This is an optimization exercise on Yosys and OpenROAD, whose aim is a short achievable clock period and few clock cycles, not a production implementation. Only simulation tests tie the RTL to the original design; equivalence was not proved. No activity file was given, so power comes from the tool's default toggle rates.

<file path="design/flow/design.v">
package mips_pkg;
    typedef logic [32-1:0] word_t;       
    typedef logic [5-1:0]     reg_addr_t;   
    typedef logic [6+1:0]   pc_t;         
    typedef enum logic [5:0] {
        OP_RTYPE = 6'h00,                        
        OP_J     = 6'h02,
        OP_BEQ   = 6'h04,
        OP_ADDI  = 6'h08,
        OP_LW    = 6'h23,
        OP_SW    = 6'h2b
    } opcode_t;
    typedef enum logic [5:0] {
        F_ADD = 6'h20,
        F_SUB = 6'h22,
        F_AND = 6'h24,
        F_OR  = 6'h25,
        F_SLT = 6'h2a
    } funct_t;
    typedef enum logic [2:0] {
        ALU_ADD, ALU_SUB, ALU_AND, ALU_OR, ALU_SLT
    } alu_op_t;
    typedef enum logic {
        RES_ALU = 1'b0,                          
        RES_MEM = 1'b1                           
    } sel_result_t;
    typedef struct packed {
        word_t       instruction;
        pc_t         pc_plus4;
    } if_id_t;
    typedef struct packed {
        word_t       rd0;                        
        word_t       rd1;                        
        word_t       sign_imm;
        pc_t         pc_plus4;
        reg_addr_t   wa;                         
        alu_op_t     alu_ctrl;
        logic        rf_we;
        logic        sel_alu_b;
        logic        dmem_we;
        logic        branch;
        sel_result_t sel_result;
    } id_ex_t;
    typedef struct packed {
        word_t       alu_out;
        logic        zero;
        word_t       wd;                         
        pc_t         pc_branch;
        reg_addr_t   wa;
        logic        rf_we;
        sel_result_t sel_result;
        logic        dmem_we;
        logic        branch;
    } ex_mem_t;
    typedef struct packed {
        word_t       alu_out;
        word_t       dmem_rd;
        reg_addr_t   wa;
        logic        rf_we;
        sel_result_t sel_result;
    } mem_wb_t;
endpackage
module mips_top (
    input  logic                clock,
    input  logic                rst,
    input  logic                imem_we,         
    input  logic [6-1:0] imem_wa,
    input  mips_pkg::word_t     imem_wd,
    input  mips_pkg::reg_addr_t dbg_ra,          
    output mips_pkg::word_t     dbg_rd,
    output logic                dmem_we,         
    output mips_pkg::word_t     dmem_addr,
    output mips_pkg::word_t     dmem_wd
);
    logic        lq_we;
    logic [5:0]  lq_wa;
    logic [31:0] lq_wd;
    always_ff @(posedge clock) begin
        lq_we <= imem_we;
        lq_wa <= imem_wa;
        lq_wd <= imem_wd;
    end
    logic [5:0]  ld_op, ld_fn;
    logic [4:0]  ld_rs, ld_rt, ld_rd;
    logic        p_rtype, p_addi, p_lw, p_sw, p_beq, p_j;
    logic        p_red, p_cbeq, p_we, p_use_rs, p_use_rt, p_imm;
    logic [4:0]  p_dst;
    logic [4:0]  p_alu;                           
    logic [5:0]  p_tgt;
    assign ld_op = lq_wd[31:26];
    assign ld_fn = lq_wd[5:0];
    assign ld_rs = lq_wd[25:21];
    assign ld_rt = lq_wd[20:16];
    assign ld_rd = lq_wd[15:11];
    always_comb begin
        p_rtype = (ld_op == 6'h00) && (ld_fn == 6'h20 || ld_fn == 6'h22 || ld_fn == 6'h24 ||
                                       ld_fn == 6'h25 || ld_fn == 6'h2a);
        p_addi  = (ld_op == 6'h08);
        p_lw    = (ld_op == 6'h23);
        p_sw    = (ld_op == 6'h2b);
        p_beq   = (ld_op == 6'h04);
        p_j     = (ld_op == 6'h02);
        p_red   = p_j || (p_beq && ld_rs == ld_rt);
        p_cbeq  = p_beq && ld_rs != ld_rt;
        p_dst   = p_rtype ? ld_rd : ld_rt;
        p_we    = (p_rtype || p_addi || p_lw) && p_dst != 5'd0;
        p_use_rs = p_rtype || p_addi || p_lw || p_sw || p_cbeq;
        p_use_rt = p_rtype || p_sw || p_cbeq;
        p_imm   = p_addi || p_lw || p_sw;
        p_alu[0] = !p_rtype || ld_fn == 6'h20;
        p_alu[1] = p_rtype && ld_fn == 6'h22;
        p_alu[2] = p_rtype && ld_fn == 6'h24;
        p_alu[3] = p_rtype && ld_fn == 6'h25;
        p_alu[4] = p_rtype && ld_fn == 6'h2a;
        p_tgt   = p_j ? lq_wd[5:0] : (lq_wa + 6'd1 + lq_wd[5:0]);
    end
    logic [4:0]  im_rs   [0:63];
    logic [4:0]  im_rt   [0:63];
    logic [4:0]  im_dst  [0:63];
    logic [15:0] im_imm  [0:63];
    logic [4:0]  im_alu  [0:63];
    logic [63:0] im_we, im_use_rs, im_use_rt, im_selimm, im_lw, im_sw, im_cbeq, im_red;
    logic [5:0]  im_tgt  [0:63];
    always_ff @(posedge clock) begin
        if (lq_we) begin
            im_rs[lq_wa]     <= ld_rs;
            im_rt[lq_wa]     <= ld_rt;
            im_dst[lq_wa]    <= p_dst;
            im_imm[lq_wa]    <= lq_wd[15:0];
            im_alu[lq_wa]    <= p_alu;
            im_we[lq_wa]     <= p_we;
            im_use_rs[lq_wa] <= p_use_rs;
            im_use_rt[lq_wa] <= p_use_rt;
            im_selimm[lq_wa] <= p_imm;
            im_lw[lq_wa]     <= p_lw;
            im_sw[lq_wa]     <= p_sw;
            im_cbeq[lq_wa]   <= p_cbeq;
            im_red[lq_wa]    <= p_red;
            im_tgt[lq_wa]    <= p_tgt;
        end
    end
    logic [5:0]  pc;
    logic        d_valid;
    logic [4:0]  d_rs, d_rt, d_dst, d_alu;
    logic [15:0] d_imm;
    logic        d_we, d_use_rs, d_use_rt, d_selimm, d_lw, d_sw, d_cbeq;
    logic [5:0]  d_tgt;
    logic        e_we, e_lw, e_sw, e_cbeq, e_selimm;
    logic [4:0]  e_dst, e_alu;
    logic [31:0] e_rs_v, e_rt_v, e_imm;
    logic        e_fwd_rs, e_fwd_rt;
    logic [5:0]  e_tgt;
    logic        m_we, m_lw, m_sw;
    logic [4:0]  m_dst;
    logic [31:0] m_alu, m_wd;
    logic [5:0]  pc_inc;
    logic        f_red, f_red1;
    logic [5:0]  f_tgt, f_tgt1;
    logic        stall, mispred;
    logic [5:0]  pc_next;
    assign pc_inc = pc + 6'd1;
    assign f_red  = im_red[pc];
    assign f_tgt  = im_tgt[pc];
    assign f_red1 = im_red[pc_inc];
    assign f_tgt1 = im_tgt[pc_inc];
    always_comb begin
        if (mispred)     pc_next = e_tgt;
        else if (stall)  pc_next = pc;
        else if (f_red)  pc_next = f_tgt;             
        else if (f_red1) pc_next = f_tgt1;            
        else             pc_next = pc_inc;
    end
    always_ff @(posedge clock) begin
        if (rst) pc <= '0;
        else     pc <= pc_next;
    end
    always_ff @(posedge clock) begin
        if (rst || mispred) begin
            d_valid <= 1'b0;
            d_we    <= 1'b0;
            d_lw    <= 1'b0;
            d_sw    <= 1'b0;
            d_cbeq  <= 1'b0;
            d_use_rs <= 1'b0;
            d_use_rt <= 1'b0;
        end else if (!stall) begin
            d_valid  <= !f_red;
            d_we     <= im_we[pc] && !f_red;
            d_lw     <= im_lw[pc] && !f_red;
            d_sw     <= im_sw[pc] && !f_red;
            d_cbeq   <= im_cbeq[pc] && !f_red;
            d_use_rs <= im_use_rs[pc] && !f_red;
            d_use_rt <= im_use_rt[pc] && !f_red;
        end
    end
    always_ff @(posedge clock) begin
        if (!stall) begin
            d_rs     <= im_rs[pc];
            d_rt     <= im_rt[pc];
            d_dst    <= im_dst[pc];
            d_alu    <= im_alu[pc];
            d_imm    <= im_imm[pc];
            d_selimm <= im_selimm[pc];
            d_tgt    <= im_tgt[pc];
        end
    end
    logic [31:0] regs [1:31];
    logic [31:0] m_res;                               
    always_ff @(posedge clock) begin
        if (m_we) regs[m_dst] <= m_res;
    end
    function automatic logic [31:0] rf_read(input logic [4:0] a);
        rf_read = (a == 5'd0) ? 32'd0 : regs[a];
    endfunction
    logic        hz_rs_e, hz_rt_e, hz_rs_m, hz_rt_m;
    logic [31:0] d_rs_v, d_rt_v;
    assign hz_rs_e = e_we && (e_dst == d_rs);         
    assign hz_rt_e = e_we && (e_dst == d_rt);
    assign hz_rs_m = m_we && (m_dst == d_rs);
    assign hz_rt_m = m_we && (m_dst == d_rt);
    assign stall = e_lw && ((d_use_rs && hz_rs_e) || (d_use_rt && hz_rt_e));
    assign d_rs_v = hz_rs_m ? m_res : rf_read(d_rs);
    assign d_rt_v = hz_rt_m ? m_res : rf_read(d_rt);
    always_ff @(posedge clock) begin
        if (rst || mispred || stall || !d_valid) begin
            e_we   <= 1'b0;
            e_lw   <= 1'b0;
            e_sw   <= 1'b0;
            e_cbeq <= 1'b0;
        end else begin
            e_we   <= d_we;
            e_lw   <= d_lw;
            e_sw   <= d_sw;
            e_cbeq <= d_cbeq;
        end
    end
    always_ff @(posedge clock) begin
        e_dst    <= d_dst;
        e_alu    <= d_alu;
        e_selimm <= d_selimm;
        e_imm    <= {{16{d_imm[15]}}, d_imm};
        e_tgt    <= d_tgt;
        e_rs_v   <= d_rs_v;
        e_rt_v   <= d_rt_v;
        e_fwd_rs <= hz_rs_e;
        e_fwd_rt <= hz_rt_e;
    end
    logic [31:0] ea, eb_reg, eb, e_sum, e_dif, e_res;
    logic        e_lt;
    assign ea     = e_fwd_rs ? m_alu : e_rs_v;
    assign eb_reg = e_fwd_rt ? m_alu : e_rt_v;
    assign eb     = e_selimm ? e_imm : eb_reg;
    assign e_sum  = ea + eb;
    assign e_dif  = ea - eb;
    assign e_lt   = (ea[31] != eb[31]) ? ea[31] : e_dif[31];
    always_comb begin
        e_res = ({32{e_alu[0]}} & e_sum) |
                ({32{e_alu[1]}} & e_dif) |
                ({32{e_alu[2]}} & (ea & eb)) |
                ({32{e_alu[3]}} & (ea | eb)) |
                ({32{e_alu[4]}} & {31'd0, e_lt});
    end
    assign mispred = e_cbeq && (ea == eb_reg);
    always_ff @(posedge clock) begin
        if (rst) begin
            m_we <= 1'b0;
            m_lw <= 1'b0;
            m_sw <= 1'b0;
        end else begin
            m_we <= e_we;
            m_lw <= e_lw;
            m_sw <= e_sw;
        end
    end
    always_ff @(posedge clock) begin
        m_dst <= e_dst;
        m_alu <= e_res;
        m_wd  <= eb_reg;
    end
    logic [31:0] dmem [0:63];
    logic [31:0] m_rd;
    assign m_rd  = dmem[m_alu[7:2]];
    assign m_res = m_lw ? m_rd : m_alu;
    always_ff @(posedge clock) begin
        if (m_sw) dmem[m_alu[7:2]] <= m_wd;
    end
    assign dmem_we   = m_sw;
    assign dmem_addr = m_alu;
    assign dmem_wd   = m_wd;
    logic [31:0] dbg_q;
    always_ff @(posedge clock) begin
        if (m_we && m_dst == dbg_ra) dbg_q <= m_res;
        else                         dbg_q <= rf_read(dbg_ra);
    end
    assign dbg_rd = dbg_q;
endmodule
</file>
<file path="design/flow/run.sh">
#!/bin/bash
# synth_recipe.tcl (not shown) runs the flow's synth.tcl, then flattens the netlist and writes it again
# the make line also repeats each setting of config.mk as NAME=value (left out here)
make -C /OpenROAD-flow-scripts/flow DESIGN_CONFIG=/design/flow/config.mk WORK_HOME=/design/flow/orfs CLKGATE_MAP_FILE= SYNTH_SCRIPT=/design/flow/synth_recipe.tcl finish
</file>
<file path="design/flow/config.mk">
export PLATFORM = sky130hd
export DESIGN_NAME = mips_top
export DESIGN_NICKNAME = mips_top
export VERILOG_FILES = /design/flow/design.v
export SDC_FILE = /design/flow/constraint.sdc
export NUM_CORES = 4
export LEC_CHECK = 0
export ABC_CLOCK_PERIOD_IN_PS = 2500
export CAP_MARGIN = 20
export CORE_MARGIN = 2
export CORE_UTILIZATION = 25
export PLACE_DENSITY = 0.35
export SETUP_SLACK_MARGIN = 2.0
export SLEW_MARGIN = 20
export TNS_END_PERCENT = 5
</file>
<file path="design/flow/constraint.sdc">
create_clock -name core_clock -period 6.5 [get_ports {clock}]
set_input_delay 1.3000 -clock core_clock [delete_from_list [all_inputs] [get_ports {clock}]]
set_output_delay 1.3000 -clock core_clock [all_outputs]
set_load 0.01 [all_outputs]
</file>
==> results of run 1 <==
power groups by stage:
stage	Combinational, mW	Clock (mW)	Sequential, mW
final	42.6	42.8	51.7
after global placement	42.7	0	52.7
after floorplan	23.7	0	52.1
after detailed placement	42.6	0	52.7
after CTS	43.0	43.9	51.9
after global routing	45.0	45.4	51.8
metal layers:
metal | track usage (%) | wire length [um]
met4 | 4.16 | 26100
met2 | 32.3 | 529000
met1 | 27.0 | 495000
met5 | 0 | 13
met3 | 2.41 | 47600
final timing paths:
path	from	endpoint	slack, ps	depth (start not counted)
setup / recovery	m_alu[2]	dbg_q[9]	1840	12
hold / removal	d_tgt[4]	e_tgt[4]	280	0
hold reg to reg	d_tgt[4]	e_tgt[4]	280	0
setup reg to reg	m_alu[2]	dbg_q[9]	1840	12
area by class of cell:
| cell class | instances | share of cell area [%] |
|---|---|---|
| Sequential cell | 6548 | 60.1 |
| Multi-Input combinational cell | 7086 | 23.8 |
| Clock buffer | 1025 | 6.46 |
| Tap cell | 14475 | 5.60 |
| Timing Repair Buffer | 951 | 2.81 |
| Clock inverter | 374 | 1.05 |
| Inverter | 166 | 0.206 |
| Antenna cell | 25 | 0.0194 |
| Timing Repair inverter | 8 | 0.0178 |
kinds of logic (layout without fill, tap and decap cells):
logic type      count (synthesis)  count (layout)  synth area share, %
mux                          2323            2323                 16.6
buf+inv                      1205            2524                 1.75
xor+xnor                      101             101                0.329
fa+ha+maj                     115             115                0.537
compound gates               2836            2837                 7.17
simple gates                 1706            1710                 2.68
other cells                     0              25                    0
flops                        6548            6548                 70.9
worst max-delay path: stages, from the launching register on:
cell     delay [ps]
dfxtp_4         540
buf_4           300
and3_4          580
buf_4           470
a22oi_1         150
a31oi_1         680
nor4_1          130
buf_4           200
nand3_1         240
o21ai_0         150
inv_1           530
buf_4           350
a32o_1          150
synthesized netlist by cell type (all sizes together), types with 163 or more instances:
cell type / instances / area [um^2]
a21oi: 270 / 1350
a22oi: 1010 / 7590
buf: 388 / 1710
clkbuf: 651 / 2440
dfxtp: 265 / 5310
edfxtp: 6283 / 189000
inv: 163 / 612
mux2i: 508 / 5080
mux4: 1771 / 39900
nand2: 817 / 3070
nor2: 474 / 1780
o21ai: 664 / 3330
sequential cells by signal, indices dropped and copies added, names as in the netlist, 64 cells and up, named ones only:
name and cells:
im_we 64, im_alu 320, im_tgt 384, im_rt 320, im_red 64, im_dst 320, im_use_rt 64, im_use_rs 64
regs 992, im_rs 320, im_cbeq 64, im_imm 1024, dmem 2048, im_selimm 64, im_lw 64, im_sw 64
cell usage in the layout (no fill, tap or decap), types with 47 or more instances in the layout:
| master | Yosys | routed |
|---|---|---|
| edfxtp_1 | 6283 | 6283 |
| mux4_2 | 1771 | 1771 |
| a22oi_1 | 1009 | 1009 |
| nand2_1 | 817 | 810 |
| clkbuf_16 | 0 | 786 |
| buf_4 | 4 | 685 |
| o21ai_0 | 661 | 636 |
| mux2i_1 | 508 | 497 |
| nor2_1 | 472 | 298 |
| a21oi_1 | 270 | 264 |
| clkbuf_1 | 651 | 209 |
| dfxtp_1 | 265 | 185 |
| nor2_4 | 0 | 169 |
| clkinv_1 | 3 | 167 |
| a221oi_1 | 159 | 158 |
| inv_1 | 161 | 147 |
| clkdlybuf4s50_1 | 0 | 137 |
| a41oi_1 | 119 | 117 |
| nand3_1 | 117 | 115 |
| clkinv_2 | 0 | 115 |
| buf_12 | 0 | 114 |
| o211ai_1 | 105 | 105 |
| ha_1 | 111 | 102 |
| a211oi_1 | 105 | 101 |
| a22o_1 | 85 | 85 |
| a31oi_1 | 79 | 73 |
| nand4_1 | 71 | 71 |
| dfxtp_2 | 0 | 60 |
| xnor2_1 | 53 | 52 |
| bufinv_16 | 0 | 51 |
| a32o_1 | 47 | 47 |
timing repair:
action / 4_1_cts / 5_1_grt
gates resized for setup: 60 / 61
hold endpoints to repair: 0 / 0
cloned: 10 / 3
pin swaps: 4 / 8
setup buffers: 22 / 25
setup endpoints to repair: 1351 / 749
==> flow_metrics.env, run 1 <==
export IMPL_fmax_ghz=0.214
export IMPL_via_per_inst=5.04
export IMPL_pwr_density_cell_mw_per_mm2=424
export IMPL_die_h_um=1050
export IMPL_leakagePower_nw=97.6
export IMPL_final_core_util_pct=29.6
export IMPL_cp_required_ps=7530
export IMPL_antenna_left=0
export IMPL_grt_max_degree=146
export IMPL_hold_viol=0
export IMPL_die_x_um=1050
export IMPL_timing_hold_ws_ps=282
export IMPL_htree_levels=6
export IMPL_io_buffers=142
export IMPL_cts_buffer_depth=5
export IMPL_dp_cells=29174
export IMPL_firstDrtPassIters=7
export IMPL_power_frac_comb_pct=31.1
export IMPL_netlist_instances=14834
export IMPL_synth_seq_cells=6548
export IMPL_final_min_clock_period_ps=4660
export IMPL_p_sw_share_pct=34.3
export IMPL_worst_pin_slew_ps=1220
export IMPL_die_area_mm2=1.10
export IMPL_clkTransAtPathRegs_ps=60
export IMPL_start_util_pct=25.0
export IMPL_gp_congestion=0.785
export IMPL_grt_pass1_vias=157597
export IMPL_grt_pass1_wl_um=1470000
export IMPL_finalCritPeriodShare_pct=71.7
export IMPL_grt_use_total_pct=19.3
export IMPL_startpoint_type="register"
export IMPL_drc=0
export IMPL_syn_nets=14995
export IMPL_total_power_mw=137
export IMPL_hpwlAfterDp_um=655000
export IMPL_route_detailed_wl_per_inst_um=35.8
export IMPL_cts_sinks=6548
export IMPL_io_pins=143
export IMPL_synth_edf_count=6283
export IMPL_hold_class="reg -> reg"
export IMPL_tns_ps=0
export IMPL_setup_ws_ps=1840
export IMPL_fp_coreArea_mm2=1.09
export IMPL_nets=15695
export IMPL_multi_input_area_mm2=0.0768
export IMPL_pwr_share_seq_pct=37.7
export IMPL_netlist_area_mm2=0.274
export IMPL_row_count=384
export IMPL_cts_root_buf="clkbuf_16"
export IMPL_crit_type="reg -> reg"
export IMPL_fin_area_mm2=0.323
export IMPL_cp_max_fo=23
export IMPL_status="finished clean"
export IMPL_nFillCells=107176
export IMPL_vias=154427
export IMPL_drive_gt1_share_pct=25.2
export IMPL_final_instance_count_excl_fill=30658
export IMPL_drv_slew=0
export IMPL_p_int_mw=90.1
export IMPL_ys_types=93
export IMPL_relSlewSlack_pct=17.7
export IMPL_end_kind="register"
export IMPL_pwr_share_clk_pct=31.2
export IMPL_antenna_found_initial=67
export IMPL_grt_overflow=0
export IMPL_cts_tree="done"
export IMPL_rsz0062_at_grt="true"
export IMPL_power_switching_mw=47.0
export IMPL_ys_seq_area_share_pct=70.9
export IMPL_ir_drop_v=0.000356
export IMPL_pre_cts_ws_ps=874
export IMPL_routed_wl_um=1100000
export IMPL_fin_skew_ps=151
export IMPL_syn_to_final_growth_pct=18.2
export IMPL_max_cap_violations=0
export IMPL_drt_initial_drc_count=15449
export IMPL_async_flop_share_pct=0
export IMPL_synthFlopType="edfxtp_1"
export IMPL_syn_avg_cell_area_um2=18.4
export IMPL_cts_hold_buf=0
export IMPL_yosys_warnings=1
export IMPL_clkLatencyLatePin_ps=1130
export IMPL_setup_violations=0
export IMPL_postPlaceCellArea_mm2=0.298
export IMPL_crit_arrival_ps=5700
export IMPL_cts_buffers=773
export IMPL_seq_area_mm2=0.194
Testbench counts, summed over its fixed seeds: cycles 24,274.
==> run 2: changes to the inputs <==
--- a/design/flow/config.mk
+++ b/design/flow/config.mk
@@ -8,8 +8,6 @@
 export ABC_CLOCK_PERIOD_IN_PS = 2500
 export CAP_MARGIN = 20
 export CORE_MARGIN = 2
-export CORE_UTILIZATION = 25
-export PLACE_DENSITY = 0.35
-export SETUP_SLACK_MARGIN = 2.0
+export CORE_UTILIZATION = 35
+export SETUP_SLACK_MARGIN = 3.5
 export SLEW_MARGIN = 20
-export TNS_END_PERCENT = 5
==> run 2 against run 1 <==
Compared with the run above:
- still clean on timing, DRC and antenna
- combinational power is 32% higher
- synthesized area unchanged
- cell area up 6.1%
- core utilization rose by 14 points
- critical endpoint is now m_alu[27]
==> flow_metrics.env, run 2 <==
export IMPL_netlist_area_mm2=0.274
export IMPL_htree_levels=6
export IMPL_pre_cts_ws_ps=1290
export IMPL_die_area_mm2=0.789
export IMPL_route_detailed_wl_per_inst_um=35.9
export IMPL_io_buffers=142
export IMPL_cts_buffers=665
export IMPL_dp_cells=24985
export IMPL_grt_overflow=0
export IMPL_grt_max_degree=177
export IMPL_final_min_clock_period_ps=4100
export IMPL_io_pins=143
export IMPL_rsz0062_at_grt="true"
export IMPL_final_common_cell="edfxtp_1"
export IMPL_synth_top_cell_area_share_pct=69.0
export IMPL_max_cap_violations=0
export IMPL_crit_arrival_ps=5190
export IMPL_die_h_um=888
export IMPL_grt_pass1_wl_um=1340000
export IMPL_fp_coreArea_mm2=0.779
export IMPL_nFillCells=65635
export IMPL_setup_ws_ps=2400
export IMPL_start_util_pct=35.1
export IMPL_syn_avg_cell_area_um2=18.4
export IMPL_leakagePower_nw=108
export IMPL_relSlewSlack_pct=12.7
export IMPL_syn_nets=14995
export IMPL_end_kind="register"
export IMPL_hold_viol=0
export IMPL_async_flop_share_pct=0
export IMPL_setup_violations=0
export IMPL_worst_pin_slew_ps=1310
export IMPL_routed_wl_um=993000
export IMPL_synthFlopType="edfxtp_1"
export IMPL_layout_common_cells="edfxtp_1, mux4_2, buf_4"
export IMPL_ys_seq_area_share_pct=70.9
export IMPL_hpwlAfterDp_um=523000
export IMPL_row_count=324
export IMPL_crit_type="reg -> reg"
export IMPL_cp_max_fo=7
export IMPL_cts_tree="done"
export IMPL_cts_sinks=6548
export IMPL_synthTopCellsByArea="edfxtp_1, mux4_2, a22oi_1"
export IMPL_fin_skew_ps=94.8
export IMPL_antenna_left=0
export IMPL_cts_buffer_depth=4
export IMPL_drive_gt1_share_pct=36.7
export IMPL_cts_hold_buf=0
export IMPL_timing_hold_ws_ps=341
export IMPL_yosys_warnings=1
export IMPL_finalCritPeriodShare_pct=63.0
export IMPL_netlist_instances=14834
export IMPL_status="finished clean"
export IMPL_hold_class="reg -> reg"
export IMPL_rrSetupSlack_ps=2400
export IMPL_synth_most_common_cell="edfxtp_1"
export IMPL_gp_congestion=0.873
export IMPL_antenna_found_initial=44
export IMPL_netlist_top_cells_count="edfxtp_1, mux4_2, a22oi_1"
export IMPL_drc=0
export IMPL_largest_register_ffs=2048
export IMPL_drt_initial_drc_count=27869
export IMPL_ir_drop_v=0.000528
export IMPL_via_per_inst=6.18
export IMPL_cts_root_buf="clkbuf_16"
export IMPL_firstDrtPassIters=10
export IMPL_tns_ps=0
export IMPL_drv_slew=0
export IMPL_total_power_mw=146
export IMPL_synth_seq_cells=6548
export IMPL_clkTransAtPathRegs_ps=60
export IMPL_final_instance_count_excl_fill=27632
export IMPL_pwr_density_cell_mw_per_mm2=425
export IMPL_grt_use_total_pct=24.0
export IMPL_synth_edf_count=6283
export IMPL_cp_required_ps=7590
export IMPL_fmax_ghz=0.244
export IMPL_synth_top_area_cell="edfxtp_1"
export IMPL_ys_types=93
export IMPL_nets=16775
export IMPL_startpoint_type="register"
export IMPL_vias=170795
export IMPL_grt_pass1_vias=162037
export IMPL_fin_area_mm2=0.343
export IMPL_postPlaceCellArea_mm2=0.291
export IMPL_die_x_um=888
export IMPL_final_core_util_pct=44.0
export IMPL_syn_to_final_growth_pct=25.4
export IMPL_clkLatencyLatePin_ps=1180
==> run 2: cell counts after synthesis <==
Identical to the previous run, type by type.
==> run 2: per-layer routing <==
| metal | global-route usage [%] | routed length (um) | vias to the layer above |
|---|---|---|---|
| li1 | - | - | 66024 |
| met1 | 32.8 | 365000 | 89666 |
| met2 | 36.6 | 446000 | 12692 |
| met3 | 5.28 | 121000 | 2387 |
| met4 | 11.9 | 60800 | 26 |
| met5 | 0 | 192 | - |
==> run 2: logic make-up after synthesis <==
group / count (synthesis) / share of synthesized area (%)
buffers and inverters: 1205 / 1.75
DFF: 6548 / 70.9
muxes: 2323 / 16.6
adders and majority gates: 115 / 0.537
xor gates and xnor gates: 101 / 0.329
and+or+nand+nor: 1706 / 2.68
AOI/OAI and AO/OA: 2836 / 7.17
==> run 2: final timing paths <==
kind / depth (start not counted) / to / from
setup / recovery: 15 / m_alu[27] / e_fwd_rt
setup reg to reg: 15 / m_alu[27] / e_fwd_rt
hold / removal: 0 / e_imm[0] / d_imm[0]
hold reg to reg: 0 / e_imm[0] / d_imm[0]
==> run 2: layout make-up <==
cell class              instances  area [um^2]  share of cell area (%)
repair buffers               2104        28500                    8.32
multi-input cells            7098        84400                    24.6
inverters                     166          785                   0.229
clock buffers                 867        17900                    5.23
repair inverters               31          255                  0.0744
well taps                   10432        13100                    3.81
diodes                         23         57.6                  0.0168
clock inverters               363         3570                    1.04
flip-flops and latches       6548       194000                    56.7
==> run 2: repair_timing <==
item                       in CTS  in global routing
pin swaps                     503                305
gates resized for setup      2700                759
setup buffers                 829                254
cloned                        256                 55
setup endpoints to repair    7029               2393
==> run 2: worst max-delay path, stage by stage, from the launching register on <==
cell and delay, ps:
dfxtp_4 420, buf_8 170, buf_12 150, mux2_4 320, mux2i_4 200, buf_12 150, ha_4 200, and3_4 140
a2111o_1 420, nor2_2 140, o211ai_1 210, a2111o_1 500, a31o_4 280, a311o_1 320, mux2_4 320, o22ai_2 110
==> run 2: power breakdown <==
part | total, mW | internal [mW] | switching (mW)
clock network | 38.2 | 21.2 | 17.0
logic | 56.3 | 25.2 | 31.0
registers | 51.4 | 49.8 | 1.61
total | 146 | 96.2 | 49.6

[re-timing with driven ports]
In the flow no input, the clock included, has a driving cell. The finished layouts below were timed again as built, in two steps.
Step 1 sets driving cells, clkbuf_16 on the clock port and buf_2 on the other inputs (assumed; they add their load-dependent delay and slew).
Step 2 moves the port delays by t, midway between the first and last clock arrival at a register: inputs arrive t later, outputs are due t later. That takes back most of the time a late clock gives input paths.
a / b / c = no drivers / after step 1 / after step 2; a / b = the first two.
run | t, ns | setup WS [ns] | worst setup path after step 2 | slew at the worst register clock pin (ns) | cell pins on the clock port's net
run 1 | 1.206 | 1.837 / 1.837 / 1.665 | input to register | 0.07 / 0.07 | 1
run 2 | 1.296 | 2.405 / 2.405 / 2.096 | input to register | 0.08 / 0.08 | 1
After both steps setup and hold are still met in every run listed. The setup slack of run 2, which loses most, moves by 0.000 ns with the drivers and by -0.309 ns with both steps.
